Background: an optimization exercise with open tools, aiming at small area, a short achievable clock period and few clock cycles. Do not read the settings as production practice.
Only simulation tests tie the RTL to the original design; equivalence was not proved.
No activity file was given, so power comes from the tool's default toggle rates.

the baseline:
Design conv_top, start of the top module:
module conv_top (
    input  logic        clk,
    input  logic        rst_n,
    input  logic [11:0] paddr,
    input  logic        psel,
    input  logic        penable,
    input  logic        pwrite,
    input  logic [31:0] pwdata,
    output logic [31:0] prdata,
    output logic        pready,
    output logic        pslverr
);
==> flow/config.mk <==
export PLATFORM = sky130hd
export DESIGN_NAME = conv_top
export DESIGN_NICKNAME = conv_top
export VERILOG_FILES = /design/flow/design.v
export SDC_FILE = /design/flow/constraint.sdc
export NUM_CORES = 4
export LEC_CHECK = 0
export CAP_MARGIN = 20
export CORE_MARGIN = 2
export CORE_UTILIZATION = 70
export SLEW_MARGIN = 20
==> flow/constraint.sdc <==
create_clock -name core_clock -period 12.5 [get_ports {clk}]
set_input_delay 2.5000 -clock core_clock [delete_from_list [all_inputs] [get_ports {clk}]]
set_output_delay 2.5000 -clock core_clock [all_outputs]
set_load 0.01 [all_outputs]
standard.sh (not shown) runs the stock make flow with config.mk's settings and CLKGATE_MAP_FILE= SYNTH_SCRIPT=/design/flow/synth_recipe.tcl, a recipe that flattens the netlist after the stock synthesis.
==> flow/flow/run.sh <==
#!/bin/bash
set -euo pipefail
SETUP_MARGIN=8.7
bash standard.sh SETUP_SLACK_MARGIN=$SETUP_MARGIN MATCH_CELL_FOOTPRINT=0 \
    "BUFFER_PORTS_ARGS=-buffer_cell sky130_fd_sc_hd__buf_4" finish > orfs_make.log 2>&1
The baseline finished end to end and its layout was clean on timing, DRC and antenna.
Testbench counts of the baseline, summed over its fixed seeds: cycles 10,272.
The following lists how the candidate was set up differently from the baseline:
- CTS_CLUSTER_SIZE: unset -> 25
- CTS_CLUSTER_DIAMETER: unset -> 70
--- outcome ---
- Delta(first-pass GRT wire length, the candidate - the baseline) < 0
- On the candidate: wire length on met2 is 540 um lower than what the baseline gave.
- Count of placed standard cells in the final layout, fillers left out (higher): the baseline
- Comparing the candidate and the baseline, the higher register-to-register path setup slack is on the baseline.

* * *

build 2:
conv_top, a different RTL version from the one above (not shown whole).
For scale: ~4800 cells after synthesis, ~1300 flip-flops, roughly 59000 µm² of cells after synthesis.
==> flow/design.v (excerpt) <==
module conv_top (
    input  logic        clk,
    input  logic        rst_n,
    input  logic [11:0] paddr,
    input  logic        psel,
    input  logic        penable,
    input  logic        pwrite,
    input  logic [31:0] pwdata,
    output logic [31:0] prdata,
    output logic        pready,
    output logic        pslverr
);
export LEC_CHECK = 0
export CAP_MARGIN = 20
export CORE_MARGIN = 2
export CORE_UTILIZATION = 70
export CTS_CLUSTER_DIAMETER = 70
export CTS_CLUSTER_SIZE = 25
export SLEW_MARGIN = 20
create_clock -name core_clock -period 12.5 [get_ports {clk}]
==> flow/flow/run.sh <==
#!/bin/bash
set -euo pipefail
SETUP_MARGIN=8.85
bash standard.sh SETUP_SLACK_MARGIN=$SETUP_MARGIN MATCH_CELL_FOOTPRINT=0 \
    "BUFFER_PORTS_ARGS=-buffer_cell sky130_fd_sc_hd__buf_4" finish > orfs_make.log 2>&1
Build 2 ran to completion and came out clean on the timing, DRC and antenna checks.
Testbench counts of build 2, summed over its fixed seeds: cycles 10,320.
### build 2 -> build 72
==> flow/flow/run.sh <==
#!/bin/bash
set -euo pipefail
SETUP_MARGIN=8.7
bash standard.sh SETUP_SLACK_MARGIN=$SETUP_MARGIN MATCH_CELL_FOOTPRINT=0 \
    "BUFFER_PORTS_ARGS=-buffer_cell sky130_fd_sc_hd__buf_4" finish > orfs_make.log 2>&1
[summary]
- Compared build 2 against build 72; share of cells above drive strength 1 within noise.
- Worst path required time essentially unchanged between build 2 and build 72.
- When build 72 is set beside build 2, its worst clock skew turns out to be 0.0096 ns larger.
- met2 capacity usage during global routing was lower in the run labelled build 72.
- Changes observed in build 72 relative to build 2: number of iterations in the first detailed-routing pass shows an increase of 1, clock-buffer cell count shows a reduction of about 3.4%.
- Build 2 and build 72 ended up with roughly the same net switching share of the total power.
- Final critical-path setup slack (higher): build 2
- On number of fill cells, build 72 and build 2 are neck and neck.
- Compared with build 2, build 72 shows a post-synthesis to final-layout area growth that is 0.27 points lower.
- Build 72 and build 2 ended up with nearly the same total power.
- Build 72 vs build 2, critical path's slowest cell: sky130_fd_sc_hd__dfxtp_2 vs sky130_fd_sc_hd__dfxtp_4
### build 72 -> build 98
==> flow/flow/run.sh <==
#!/bin/bash
set -euo pipefail
SETUP_MARGIN=9.0
bash standard.sh SETUP_SLACK_MARGIN=$SETUP_MARGIN MATCH_CELL_FOOTPRINT=0 \
    "BUFFER_PORTS_ARGS=-buffer_cell sky130_fd_sc_hd__buf_4" finish > orfs_make.log 2>&1
Results
The total placed cells including tap cells on build 98 is in line with that on build 72. Against build 72 as the reference, build 98 delivers a lower cell area power density. Build 98 vs. build 72: register-to-register slack has increased; part of the power in the clock network has increased; final total power climbed 0.000036 W; global-route track usage on met3 now sits lower; final setup slack of the worst path picked up an extra 0.042 ns. Looking at worst-path cell with the longest stage delay, the sky130_fd_sc_hd__dfxtp_4 result is from build 98; the sky130_fd_sc_hd__dfxtp_2 one comes from build 72. The routed wire length on build 72 is in line with that on build 98. Clock buffer count from CTS shrinks slightly when moving from build 72 to build 98.

* * *

Another version of the RTL of conv_top (not shown whole).
Size: about 1,300 flip-flops.
clock: 12.5 ns
lec_check: 0
cap_margin: 20
core_margin: 2
core_utilization: 75
slew_margin: 20
==> flow/flow/run.sh <==
#!/bin/bash
set -euo pipefail
SETUP_MARGIN=9.0
bash standard.sh SETUP_SLACK_MARGIN=$SETUP_MARGIN MATCH_CELL_FOOTPRINT=0 \
    "BUFFER_PORTS_ARGS=-buffer_cell sky130_fd_sc_hd__buf_4" finish > orfs_make.log 2>&1
Testbench counts at the start, summed over its fixed seeds: cycles 10,272.
Edit:
==> flow/flow/run.sh (replaced) <==
#!/bin/bash
set -euo pipefail
SETUP_MARGIN=8.7
bash standard.sh SETUP_SLACK_MARGIN=$SETUP_MARGIN MATCH_CELL_FOOTPRINT=0 \
    "BUFFER_PORTS_ARGS=-buffer_cell sky130_fd_sc_hd__buf_4" finish > orfs_make.log 2>&1
- CORE_UTILIZATION: 75 -> 70
After rerunning: Wire length falls by 6.6%; non-clock buffer count fell by 68; clock skew went down by 24 ps.

* * *

Setup of before:
conv_top, a different RTL version from the one above (not shown whole).
Size: about 4800 cells after synthesis, about 1300 flip-flops, about 83 I/O pins, roughly 59000 sq um of cells after synthesis.
export LEC_CHECK = 0
export CAP_MARGIN = 20
export CORE_MARGIN = 2
export CORE_UTILIZATION = 70
export CTS_CLUSTER_DIAMETER = 70
export CTS_CLUSTER_SIZE = 25
export SLEW_MARGIN = 20
create_clock -name core_clock -period 12.5 [get_ports {clk}]
==> flow/flow/run.sh <==
#!/bin/bash
set -euo pipefail
SETUP_MARGIN=8.85
bash standard.sh SETUP_SLACK_MARGIN=$SETUP_MARGIN MATCH_CELL_FOOTPRINT=0 \
    "BUFFER_PORTS_ARGS=-buffer_cell sky130_fd_sc_hd__buf_4" finish > orfs_make.log 2>&1
Testbench counts of before, summed over its fixed seeds: cycles 10,272.
[inputs] after vs before
--- a/flow/flow/run.sh
+++ b/flow/flow/run.sh
@@ -3 +3 @@
-SETUP_MARGIN=8.85
+SETUP_MARGIN=8.7
Notes after the runs:
after has completed all stages; timing, DRC and antenna checks passed. For xor/xnor share of the synthesized area, after and before come out practically identical. Delay contributed by the slowest stage of the critical path essentially unchanged between before and after. Summary of after over before: total power draw essentially unchanged; count of non-filler cells in the finished layout decreased 18; data required time of the worst path essentially unchanged. The higher number of antenna violations at the first check in global routing of after and before is in after. Going from before to after, the number of DRC violations after detailed-routing iteration 0 was found to have gone down by about 6%. From before to after the numbers moved as follows: logic gate share of total power went up by 0.3 points; total number of nets in the final design went down by about 0.34%; amount of wire on met2 after detailed routing went up by 1200 um. after — smallest setup slack after layout 0.012 ns higher, before as reference.

## static timing again, ports no longer ideal
No port has a modelled driver above. Below, the same layouts with a new extraction and two added sets of constraints. Step 1 (the two cells are an assumption about what drives the block):
set clk [get_ports {clk}]
set_driving_cell -lib_cell sky130_fd_sc_hd__clkbuf_16 $clk
set_driving_cell -lib_cell sky130_fd_sc_hd__buf_2 [delete_from_list [all_inputs] $clk]
Step 2 also shifts input and output timing later by t, the mid clock arrival at the registers, as if the neighbouring blocks saw the same clock. Three values: ideal, step 1, step 2; two values: the first two.
| run | t (ns) | setup slack, ns | worst setup path at the end | worst data-port slew with drivers (ns) |
|---|---|---|---|---|
| the baseline | 0.774 | 8.730 / 8.687 / 7.999 | input to register | 0.06 |
| the candidate | 0.712 | 8.682 / 8.684 / 8.013 | input to register | 0.05 |
| build 2 | 0.721 | 8.783 / 8.710 / 8.149 | input to register | 0.06 |
| build 72 | 0.724 | 8.760 / 8.686 / 8.085 | input to register | 0.08 |
| build 98 | 0.734 | 8.802 / 8.728 / 8.199 | input to register | 0.09 |
| the first run of note 3 | 0.786 | 7.983 / 8.017 / 7.230 | input to register | 0.06 |
| the second run of note 3 | 0.808 | 8.682 / 8.684 / 7.916 | input to register | 0.04 |
| before | 0.725 | 8.743 / 8.750 / 8.055 | input to register | 0.05 |
| after | 0.734 | 8.756 / 8.685 / 8.067 | input to register | 0.04 |
After both steps setup and hold are still met in every run listed. For the second run of note 3, which loses most, drivers alone change the setup slack by +0.002 ns; drivers and shift together by -0.766 ns.
